Source: an optimization exercise on an open RTL-to-GDS flow (aim: small area, a short achievable clock period and few clock cycles per item). Production flows keep margins and buffers that such runs may drop.
At most, simulation tests tie the RTL to the original design; equivalence was not proved.
No activity file was given, so power comes from the tool's default toggle rates.

before:
==> flow/design.v <==
module sha256_msg_sched #(
  parameter int IN_W   = 8,
  parameter int ROUNDS = 64
) (
  input  logic            clk,
  input  logic            rst,
  input  logic            abort,
  input  logic [IN_W-1:0] in_data,
  input  logic            in_valid,
  output logic            in_ready,
  output logic [31:0]     w_data,
  output logic [5:0]      w_idx,
  output logic            w_valid,
  input  logic            w_ready,
  output logic            busy,
  output logic            dbg_state
);
  logic [31:0] r_win [16];
  logic [31:0] r_sa, r_sb;  
  logic [31:0] r_out;    
  logic [23:0] r_pk;     
  logic [1:0]  r_b;      
  logic        r_v;      
  logic        r_wp;     
  logic [5:0]  r_idxn;   
  logic [3:0]  r_ph;     
  logic        r_nrdy;   
  logic        r_busy;
  logic [3:0]  r_we;     
  logic        r_al;     
  logic [5:0]  r_idx;
  logic [5:0]  w_nxt;
  logic        w_wr_now;
  logic        w_in_fire;
  logic        w_cmpl;
  logic        w_take;
  logic        w_comp;
  logic [31:0] w_word;
  logic [31:0] w_new;
  logic [1:0]  n_b;
  logic        n_v, n_wp;
  logic [5:0]  n_idx;
  logic [3:0]  n_ph;
  logic [3:0]  n_d;
  logic [5:0]  n_nxt;
  logic        n_rdy;
  function automatic logic [31:0] f_sigma0(input logic [31:0] x);
    f_sigma0 = ((x >> 7) | (x << 25)) ^ ((x >> 18) | (x << 14)) ^ (x >> 3);
  endfunction
  function automatic logic [31:0] f_sigma1(input logic [31:0] x);
    f_sigma1 = ((x >> 17) | (x << 15)) ^ ((x >> 19) | (x << 13)) ^ (x >> 10);
  endfunction
  assign r_idx      = ~r_idxn;
  assign w_nxt      = r_idx + 6'd1;
  assign w_wr_now   = |r_we;
  assign in_ready   = ~r_nrdy;
  assign w_valid    = r_v;
  assign dbg_state  = r_v;
  assign w_data     = r_out;
  assign w_idx      = r_idx;
  assign busy       = r_busy;
  assign w_in_fire  = in_valid & ~r_nrdy & ~abort;
  assign w_cmpl     = w_in_fire & (r_b == 2'd3);
  assign w_take     = r_v & w_ready & ~abort;
  assign w_comp     = r_al & (~r_v | w_ready) & ~abort;
  assign w_word     = {r_pk, in_data};
  assign w_new      = r_sa + r_sb;
  always_comb begin
    n_b   = r_b;
    n_v   = r_v;
    n_wp  = r_wp;
    n_idx = r_idx;
    n_ph  = r_ph + 4'd1;
    if (abort) begin
      n_b   = 2'd0;
      n_v   = 1'b0;
      n_wp  = 1'b0;
      n_idx = 6'd63;
    end else begin
      if (w_in_fire) n_b = r_b + 2'd1;
      if (w_take) n_v = 1'b0;
      if (w_wr_now) n_wp = 1'b0;
      if (w_cmpl) begin
        n_v   = 1'b1;
        n_wp  = 1'b1;
        n_idx = w_nxt;
        if (w_nxt == 6'd0) n_ph = 4'd3;
      end
      if (w_comp) begin
        n_v   = 1'b1;
        n_idx = w_nxt;
      end
    end
    n_d   = n_idx[3:0] - n_ph;                        
    n_nxt = n_idx + 6'd1;
    n_rdy = (n_b != 2'd3) |
            (((n_idx == 6'd63) | ((n_idx[5:4] == 2'd0) & (n_idx[3:0] != 4'd15))) &
             ~n_v & (~n_wp | (n_d[1:0] == 2'd0)));
  end
  always_ff @(posedge clk) begin
    r_we[0] <= n_wp & (n_d == 4'd4);
    r_we[1] <= n_wp & (n_d == 4'd8);
    r_we[2] <= n_wp & (n_d == 4'd12);
    r_we[3] <= n_wp & (n_d == 4'd0);
  end
  always_ff @(posedge clk or posedge rst) begin
    if (rst) begin
      r_b    <= 2'd0;
      r_v    <= 1'b0;
      r_wp   <= 1'b0;
      r_idxn <= 6'd0;
      r_nrdy <= 1'b0;
      r_busy <= 1'b0;
      r_al   <= 1'b0;
    end else begin
      r_b    <= n_b;
      r_v    <= n_v;
      r_wp   <= n_wp;
      r_idxn <= ~n_idx;
      r_nrdy <= ~n_rdy;
      r_busy <= (n_b != 2'd0) | n_v | (n_idx != 6'd63);
      r_al   <= (n_nxt[5:4] != 2'd0) & ~n_wp & (n_ph == n_nxt[3:0]);
    end
  end
  always_ff @(posedge clk) begin
    r_ph <= n_ph;
    if (w_in_fire && r_b != 2'd3) r_pk <= {r_pk[15:0], in_data};
    if (w_cmpl)      r_out <= w_word;
    else if (w_comp) r_out <= w_new;
    for (int i = 0; i < 15; i++) r_win[i] <= r_win[i+1];
    if (r_we[0]) r_win[3]  <= r_out;
    if (r_we[1]) r_win[7]  <= r_out;
    if (r_we[2]) r_win[11] <= r_out;
    if (w_comp)       r_win[15] <= w_new;
    else if (r_we[3]) r_win[15] <= r_out;
    else              r_win[15] <= r_win[0];
    r_sa <= f_sigma1(r_win[15]) + r_win[10];
    r_sb <= f_sigma0(r_win[2]) + r_win[1];
  end
endmodule
==> flow/config.mk <==
export PLATFORM = sky130hd
export DESIGN_NAME = sha256_msg_sched
export DESIGN_NICKNAME = sha256_msg_sched
export VERILOG_FILES = /design/flow/design.v
export SDC_FILE = /design/flow/constraint.sdc
export NUM_CORES = 4
export LEC_CHECK = 0
export CAP_MARGIN = 20
export CORE_MARGIN = 2
export CORE_UTILIZATION = 55
export CTS_BUF_LIST = sky130_fd_sc_hd__clkbuf_8
export CTS_CLUSTER_DIAMETER = 45
export CTS_CLUSTER_SIZE = 20
export SETUP_SLACK_MARGIN = 2.2
export SLEW_MARGIN = 20
==> flow/constraint.sdc <==
create_clock -name core_clock -period 4.6 [get_ports {clk}]
set_input_delay 0.9200 -clock core_clock [delete_from_list [all_inputs] [get_ports {clk}]]
set_output_delay 0.9200 -clock core_clock [all_outputs]
set_load 0.01 [all_outputs]
standard.sh (not shown) runs the stock make flow with config.mk's settings and CLKGATE_MAP_FILE= SYNTH_SCRIPT=/design/flow/synth_recipe.tcl, a recipe that flattens the netlist after the stock synthesis.
==> flow/flow/run.sh <==
#!/bin/bash
# Standard layout, except that synthesis maps logic with a delay-driven abc
# script and without the full/half-adder cell step. Registers are untouched:
# they are mapped before abc runs, exactly as in synth_recipe.tcl.
set -euo pipefail
here=$(pwd)
# synthesis script: synth_recipe.tcl with abc pointed at flow/abc_fast.script
{
  echo 'proc abc {args} {'
  echo '  set i [lsearch $args -script]'
  echo "  if {\$i >= 0} { lset args [expr {\$i+1}] $here/flow/abc_fast.script }"
  echo '  yosys abc {*}$args'
  echo '}'
  cat synth_recipe.tcl
} > my_synth.tcl
sed -e "s#SYNTH_SCRIPT=[^ ]*#SYNTH_SCRIPT=$here/my_synth.tcl ADDER_MAP_FILE= ABC_CLOCK_PERIOD_IN_PS=1500#" standard.sh > my_standard.sh
bash my_standard.sh > flow_make.log 2>&1
==> flow/flow/abc_fast.script <==
&get -n
&st
&if -g
&st
&dch
&nf {D}
&put
buffer -c
topo
stime -c
upsize -c {D}
dnsize -c {D}
Testbench counts of before, summed over its fixed seeds: cycles 21,336, blocks 192.
Here is what was changed in the inputs of after compared with before.
-- flow/design.v --
<<< before, line 17
);
  logic [31:0] r_win [16];
  logic [31:0] r_sa, r_sb;  
  logic [31:0] r_out;    
  logic [23:0] r_pk;     
>>> after, line 17
);
  logic [31:0] r_win [16];
  logic [31:0] r_s0x;      
  logic [31:0] r_s0a;      
  logic [31:0] r_e;        
  logic [31:0] r_s1x;      
  logic [31:0] r_out;    
  logic [23:0] r_pk;     
<<< before, line 65
  assign w_comp     = r_al & (~r_v | w_ready) & ~abort;
  assign w_word     = {r_pk, in_data};
  assign w_new      = r_sa + r_sb;
  always_comb begin
    n_b   = r_b;
>>> after, line 68
  assign w_comp     = r_al & (~r_v | w_ready) & ~abort;
  assign w_word     = {r_pk, in_data};
  assign w_new      = r_s1x + r_e;
  always_comb begin
    n_b   = r_b;
<<< before, line 135
    else if (r_we[3]) r_win[15] <= r_out;
    else              r_win[15] <= r_win[0];
    r_sa <= f_sigma1(r_win[15]) + r_win[10];
    r_sb <= f_sigma0(r_win[2]) + r_win[1];
  end
endmodule
>>> after, line 138
    else if (r_we[3]) r_win[15] <= r_out;
    else              r_win[15] <= r_win[0];
    r_s0x <= f_sigma0(r_win[4]);
    r_s0a <= r_s0x + r_win[2];
    r_e   <= r_s0a + r_win[10];
    r_s1x <= f_sigma1(r_win[15]);
  end
endmodule
Findings:
Against before as the reference, after delivers a lower design area. | final total power | lower: before |. Classification of the worst setup path: input pin to flop -> after, flop to flop -> before. Delta(fraction of layout cells with a size suffix above 1, after - before) < 0. Compared to before, after reaches a higher achievable clock. Against before, after reports a proportion of synthesized area in mux cells that is lower. On largest driver fanout on the critical path, the lower figure sits with before, not after. The worst slack at placement in after sits 0.070 ns above the value recorded for before. Sum of routed wire segments on met1 came out higher on after than on before.
For after, only the layout was checked, not whether the RTL still works.

==> re-timing with driven ports <==
No port has a modelled driver above. Below, the same layouts with a new extraction and two added sets of constraints.
Step 1 assumes that a clkbuf_16 drives the clock port and a buf_2 every other input.
Step 2 also shifts input and output timing later by t, the mid clock arrival at the registers, as if the neighbouring blocks saw the same clock.
a / b / c = no drivers / after step 1 / after step 2; a / b = the first two.
run | t (ns) | setup WS [ns] | clock arrival spread, ns | cell pins on the clock port's net
before | 0.714 | 2.021 / 2.021 / 1.522 | 0.034 / 0.035 | 1
after | 0.753 | 2.170 / 2.135 / 1.443 | 0.042 / 0.042 | 1
After both steps every run listed still meets setup and hold. For after, which loses most, drivers alone change the setup slack by -0.035 ns; drivers and shift together by -0.727 ns.
